This is an optimization exercise on Yosys and OpenROAD, whose aim is small area and a short achievable clock period, not a production implementation. Function was checked by simulation only, so behaviour that the tests miss may differ from the original. Power is estimated from default activity; no workload was simulated.

`design/flow/design.v`:
```
package systolic_pkg;
   typedef enum logic [1:0] {
      IDLE  = 2'd0,
      LOAD  = 2'd1,
      RUN   = 2'd2,
      DRAIN = 2'd3
   } state_t;
   function automatic integer calc_lat(input integer rows, input integer cols);
      calc_lat = rows + cols;
   endfunction
endpackage
module sa_mac_pe #(
   parameter int DW = 8,
   parameter int AW = 20
) (
   input  logic          clk,
   input  logic          rst,
   input  logic          i_w_load,
   input  logic [DW-1:0] i_w_data,
   input  logic [DW-1:0] i_act,
   input  logic [AW-1:0] i_sum,
   output logic [DW-1:0] o_act,
   output logic [AW-1:0] o_sum
);
   logic [DW-1:0] r_w;
   logic [DW-1:0] r_act;
   logic [AW-1:0] r_sum;
   logic [AW-1:0] w_act_x;
   logic [AW-1:0] w_w_x;
   logic [AW-1:0] w_prod;
   assign w_act_x = {{(AW-DW){i_act[DW-1]}}, i_act};
   assign w_w_x   = {{(AW-DW){r_w[DW-1]}}, r_w};
   assign w_prod  = w_act_x * w_w_x;
   always_ff @(posedge clk) begin
      if (rst) begin
         r_w   <= '0;
         r_act <= '0;
         r_sum <= '0;
      end else begin
         if (i_w_load) r_w <= i_w_data;
         r_act <= i_act;
         r_sum <= i_sum + w_prod;
      end
   end
   assign o_act = r_act;
   assign o_sum = r_sum;
endmodule
import systolic_pkg::*;
module systolic_gemm_engine #(
   parameter int ROWS = 4,
   parameter int COLS = 4,
   parameter int DW   = 8,
   parameter int AW   = 20
) (
   input  logic                 clk,
   input  logic                 rst,
   input  logic                 w_valid,
   output logic                 w_ready,
   input  logic [COLS*DW-1:0]   w_data,
   input  logic                 a_valid,
   output logic                 a_ready,
   input  logic                 a_last,
   input  logic [ROWS*DW-1:0]   a_data,
   output logic                 out_valid,
   output logic [COLS*AW-1:0]   out_data,
   output logic                 busy
);
   localparam int LAT = systolic_pkg::calc_lat(ROWS, COLS);
   localparam int RW  = (ROWS > 1) ? $clog2(ROWS) : 1;
   localparam int CW  = $clog2(LAT + 1);
   systolic_pkg::state_t r_state;
   logic [RW-1:0]   r_row;
   logic [CW-1:0]   r_cnt;
   logic            r_w_ready;
   logic            r_a_ready;
   logic            r_busy;
   logic [LAT-1:0]  r_vld;
   logic            w_w_fire;
   logic            w_a_fire;
   logic [ROWS-1:0] w_row_ld;
   logic [DW-1:0]   w_act [ROWS][COLS];
   logic [AW-1:0]   w_sum [ROWS+1][COLS];
   logic [AW-1:0]   w_col [COLS];
   assign w_w_fire = w_valid && r_w_ready;
   assign w_a_fire = a_valid && r_a_ready;
   always_ff @(posedge clk) begin
      if (rst) begin
         r_state   <= IDLE;
         r_row     <= '0;
         r_cnt     <= '0;
         r_w_ready <= 1'b1;
         r_a_ready <= 1'b0;
         r_busy    <= 1'b0;
      end else begin
         case (r_state)
            IDLE: begin
               if (w_w_fire) begin
                  r_busy <= 1'b1;
                  if (ROWS == 1) begin
                     r_state   <= RUN;
                     r_w_ready <= 1'b0;
                     r_a_ready <= 1'b1;
                  end else begin
                     r_state <= LOAD;
                     r_row   <= RW'(1);
                  end
               end
            end
            LOAD: begin
               if (w_w_fire) begin
                  if (r_row == RW'(ROWS-1)) begin
                     r_state   <= RUN;
                     r_row     <= '0;
                     r_w_ready <= 1'b0;
                     r_a_ready <= 1'b1;
                  end else begin
                     r_row <= r_row + RW'(1);
                  end
               end
            end
            RUN: begin
               if (w_a_fire && a_last) begin
                  r_state   <= DRAIN;
                  r_a_ready <= 1'b0;
                  r_cnt     <= '0;
               end
            end
            DRAIN: begin
               if (r_cnt == CW'(LAT-1)) begin
                  r_state   <= IDLE;
                  r_w_ready <= 1'b1;
                  r_busy    <= 1'b0;
                  r_cnt     <= '0;
               end else begin
                  r_cnt <= r_cnt + CW'(1);
               end
            end
            default: begin
               r_state   <= IDLE;
               r_w_ready <= 1'b1;
               r_a_ready <= 1'b0;
               r_busy    <= 1'b0;
            end
         endcase
      end
   end
   always_ff @(posedge clk) begin
      if (rst) r_vld <= '0;
      else     r_vld <= {r_vld[LAT-2:0], w_a_fire};
   end
   for (genvar r = 0; r < ROWS; r++) begin : g_row
      assign w_row_ld[r] = w_w_fire && (r_row == RW'(r));
   end
   for (genvar r = 0; r < ROWS; r++) begin : g_skew
      logic [DW-1:0] r_sk [r+1];
      always_ff @(posedge clk) begin
         if (rst) begin
            for (int i = 0; i <= r; i++) r_sk[i] <= '0;
         end else begin
            r_sk[0] <= w_a_fire ? a_data[r*DW +: DW] : '0;
            for (int i = 1; i <= r; i++) r_sk[i] <= r_sk[i-1];
         end
      end
      assign w_act[r][0] = r_sk[r];
   end
   for (genvar c = 0; c < COLS; c++) begin : g_top
      assign w_sum[0][c] = '0;
   end
   for (genvar r = 0; r < ROWS; r++) begin : g_pe_r
      for (genvar c = 0; c < COLS; c++) begin : g_pe_c
         logic [DW-1:0] w_act_right;
         sa_mac_pe #(.DW(DW), .AW(AW)) u_pe (
            .clk      (clk),
            .rst      (rst),
            .i_w_load (w_row_ld[r]),
            .i_w_data (w_data[c*DW +: DW]),
            .i_act    (w_act[r][c]),
            .i_sum    (w_sum[r][c]),
            .o_act    (w_act_right),
            .o_sum    (w_sum[r+1][c])
         );
         if (c < COLS-1) begin : g_link
            assign w_act[r][c+1] = w_act_right;
         end else begin : g_edge
            logic [DW-1:0] w_act_unused;
            assign w_act_unused = w_act_right;
         end
      end
   end
   for (genvar c = 0; c < COLS; c++) begin : g_dsk
      localparam int D = COLS - 1 - c;
      if (D == 0) begin : g_direct
         assign w_col[c] = w_sum[ROWS][c];
      end else begin : g_delay
         logic [AW-1:0] r_dk [D];
         always_ff @(posedge clk) begin
            if (rst) begin
               for (int i = 0; i < D; i++) r_dk[i] <= '0;
            end else begin
               r_dk[0] <= w_sum[ROWS][c];
               for (int i = 1; i < D; i++) r_dk[i] <= r_dk[i-1];
            end
         end
         assign w_col[c] = r_dk[D-1];
      end
      assign out_data[c*AW +: AW] = w_col[c];
   end
   assign w_ready   = r_w_ready;
   assign a_ready   = r_a_ready;
   assign busy      = r_busy;
   assign out_valid = r_vld[LAT-1];
endmodule
```
`design/flow/run.sh`:
```
#!/bin/bash
# synth_recipe.tcl (not shown) runs the flow's synth.tcl, then flattens the netlist and writes it again
# the make line also repeats each setting of config.mk as NAME=value (left out here)
make -C /OpenROAD-flow-scripts/flow DESIGN_CONFIG=/design/flow/config.mk WORK_HOME=/design/flow/orfs CLKGATE_MAP_FILE= SYNTH_SCRIPT=/design/flow/synth_recipe.tcl finish
```
`design/flow/config.mk`:
```
export PLATFORM = sky130hd
export DESIGN_NAME = systolic_gemm_engine
export DESIGN_NICKNAME = systolic_gemm_engine
export VERILOG_FILES = /design/flow/design.v
export SDC_FILE = /design/flow/constraint.sdc
export NUM_CORES = 4
export LEC_CHECK = 0
export CAP_MARGIN = 20
export CORE_MARGIN = 2
export CORE_UTILIZATION = 40
export SLEW_MARGIN = 20
```
`design/flow/constraint.sdc`:
```
create_clock -name core_clock -period 8.0 [get_ports {clk}]
set_input_delay 1.6000 -clock core_clock [delete_from_list [all_inputs] [get_ports {clk}]]
set_output_delay 1.6000 -clock core_clock [all_outputs]
set_load 0.01 [all_outputs]
```
==> notes.md <==
flip-flops by register name (all words and copies together) (netlist names):
register,count
r_state,2
r_cnt,4
g_skew.r_sk,80
r_w_ready,1
g_pe_r.g_pe_c.u_pe.r_w,128
r_a_ready,1
g_dsk.g_delay.r_dk,120
g_pe_r.g_pe_c.u_pe.r_act,96
r_row,2
r_vld,8
g_pe_r.g_pe_c.u_pe.r_sum,304
r_busy,1
where the power goes:
group,switching (mW),internal (mW),total (mW)
Clock,1.84,2.68,4.51
Sequential,0.183,3.86,4.05
Combinational,0.701,0.454,1.16
metrics by stage:
stage	worst slack, ps	power, mW	cells	hold slack [ps]	utilization (%)
6_report	1390	9.72	10100	431	44.6
4_1_cts	1370	9.86	10100	431	44.6
2_1_floorplan	2030	4.87	7565	414	-
5_1_grt	969	10.2	10100	445	44.6
3_5_place_dp	1430	5.29	9882	420	42.7
3_3_place_gp	1440	5.27	9882	417	42.7
cells by family after synthesis:
family                   share of synthesized area (%)
adder cells (fa/ha/maj)                           38.5
buffers and inverters                             8.05
multiplexers                                     0.254
AO/OA/AOI/OAI                                     8.54
XOR/XNOR                                          5.60
AND/OR/NAND/NOR                                   17.5
flip-flops                                        21.5
routing by layer:
layer / vias up / GRT usage (%) / part of all wire (%)
met3: 204 / 2.19 / 3.2
met4: 0 / 5.16 / 2.6
met2: 716 / 32.9 / 49
met1: 23900 / 24.4 / 45
li1: 23700 / - / -
met5: - / 0 / 0
critical path, stage by stage, from the launching register on:
cell,delay (ps)
dfxtp_1,410
and2_1,200
fa_1,540
inv_1,60
fa_1,550
inv_1,50
fa_1,470
inv_1,50
fa_1,470
inv_1,50
ha_1,300
o21ai_0,90
nor2_1,90
o41ai_1,430
o21ai_0,240
o31ai_1,290
xnor2_1,340
ha_1,410
and3_1,190
a221o_1,280
a31o_2,240
a221oi_1,280
xnor2_1,190
xnor2_1,150
nor2_1,60
layout make-up:
cell class | instances | area (um^2) | share of cell area, %
Antenna cell | 3 | 7.51 | 0.00979
Sequential cell | 747 | 15000 | 19.5
Inverter | 1331 | 5000 | 6.52
Timing Repair Buffer | 161 | 1630 | 2.13
Clock inverter | 48 | 693 | 0.904
Clock buffer | 122 | 2600 | 3.39
Multi-Input combinational cell | 5333 | 48900 | 63.8
Tap cell | 2310 | 2890 | 3.77
worst paths after layout:
path                            slack (ps)                                         start                                             to  cells past startpoint
worst max-delay path                  1390  g_pe_r[2].g_pe_c[1].u_pe.r_w[2]$_SDFFE_PP0P_  g_pe_r[2].g_pe_c[1].u_pe.r_sum[19]$_SDFF_PP0_                     24
worst min-delay path                   430               g_skew[3].r_sk[1][5]$_SDFF_PP0_                g_skew[3].r_sk[2][5]$_SDFF_PP0_                      1
worst max register to register        1390  g_pe_r[2].g_pe_c[1].u_pe.r_w[2]$_SDFFE_PP0P_  g_pe_r[2].g_pe_c[1].u_pe.r_sum[19]$_SDFF_PP0_                     24
worst min register to register         430               g_skew[3].r_sk[1][5]$_SDFF_PP0_                g_skew[3].r_sk[2][5]$_SDFF_PP0_                      1
placed cells by master, fill, tap and decap left out, types with 75 or more instances in the layout:
| cell type | synthesis | layout |
|---|---|---|
| nand2_1 | 606 | 606 |
| xnor2_1 | 289 | 289 |
| ha_1 | 709 | 709 |
| nor2_1 | 359 | 358 |
| dfxtp_1 | 747 | 747 |
| clkbuf_16 | 0 | 93 |
| a21oi_1 | 390 | 390 |
| nand2b_1 | 75 | 75 |
| a21o_1 | 127 | 127 |
| nor2b_1 | 424 | 424 |
| and2_1 | 712 | 712 |
| inv_1 | 1331 | 1331 |
| fa_1 | 892 | 892 |
| xor2_1 | 145 | 145 |
| o21ai_0 | 150 | 150 |
| clkdlybuf4s50_1 | 0 | 151 |
==> impl_metrics.ini <==
[status]
status = timing/DRC/antenna clean

[grt]
grt_pass1_wl_um = 266000
grt_max_degree = 167
grt_usage_pct = 18.8
grt_pass1_vias = 50700
overflow = 0
antenna_found_initial = 10

[cts]
clock_path_buffers = 3
tritoncts = done
clk_latency_ps = 740
path_clk_slew_ps = 60
cts_buffers = 92
htree_levels = 3
cts_hold_buf = 0
numClockSinks = 747
root_buffer = clkbuf_16
ctsResizeCount = 0
cts_setup_buffers = 0

[floorplanning]
coreArea_mm2 = 0.172
die_y_um = 421
rows = 152
start_util_pct = 40.4
die-area_mm2 = 0.177
num_io_pins = 153
die_w_um = 421

[routing]
initialDrtViolationCount = 2325
routed_wirelength_um = 160000
firstDrtPassIters = 5
via_per_inst = 4.83
wire_per_inst_um = 15.9
drc = 0
num_vias = 48500
ant_nets = 0

[cells_and_area]
fin_area_mm2 = 0.0767
nets = 9336
syn_to_final_growth_pct = 10.4
nFillCells = 16800
drive_gt1_share_pct = 2.88

[yosys]
netlist_top_cells_count = inv_1 (1331), fa_1 (892), dfxtp_1 (747)
synth_area_mm2 = 0.0694
yosys_warnings = 22
ys_seq_area_share_pct = 21.5
synthTopCellsByArea = fa_1 (26%), dfxtp_1 (22%), ha_1 (13%)
ys_types = 77
synth-seq-cells = 747
postSynthAreaPerCell_um2 = 9.17
ys_async_sr_fraction_pct = 0
netlist.area_leader.share_pct = 25.7
synth_flop_cell = dfxtp_1
synth-edff-count = 0
syn-num-nets = 9235
yosysTopAreaCell = fa_1
syn_inst = 7565
yosys.cell_count.top_type = inv_1

[worst_setup_path]
critPathMaxFanout = 9
critPathKind = reg -> reg
cp-end-kind = register
worst_setup_path_start_kind = register
cp.arrival_ps = 7180
cp_data_required_time_ps = 8570

[sta]
skew_ps = 46.0
fmax_mhz = 151
finalCritPeriodShare_pct = 82.7
tightestPinTransition_ps = 1260
period_minus_slack_ps = 6610
rsz0062_at_grt = no
setup_viol = 0
max-slew-margin-rel_pct = 15.6
hold_violations = 0
slew_violations = 0
timing.setup.tns_ps = 0

[job]
maxCapViolCount = 0

[place]
post_dp_cell_area_mm2 = 0.0734
gp_congestion = 0.869
port_buffers = 152
hpwl_um = 131000

[power_and_ir_drop]
ir_worst_vdd_mv = 0.168
p_leak_nw = 37.0
power.density_mw_per_mm2 = 127

[hold_path]
hp-class = reg -> reg

static timing again, ports no longer ideal:
The results above use ideal ports. As a check the final layout listed here was re-extracted and re-timed, cells and wires unchanged.
Step 1 sets driving cells, clkbuf_16 on the clock port and buf_2 on the other inputs (assumed; they add their load-dependent delay and slew).
Step 2 adds t to the input delays and takes it off the output delays; t is the mean of the earliest and latest rising clock arrival at the registers after step 1. Input paths then give back, and output paths get back, about the clock's delay inside the block.
a / b / c = ideal / step 1 / step 2; a / b = the first two.
shift t [ns]: 0.799
setup WS [ns]: 1.387 / 1.387 / 1.387
clock arrival spread, ns: 0.048 / 0.047
worst slew at a driven data input, ns: 0.13
After both steps setup and hold are still met in this run. For this run, drivers alone change the setup slack by 0.000 ns; drivers and shift together by 0.000 ns.
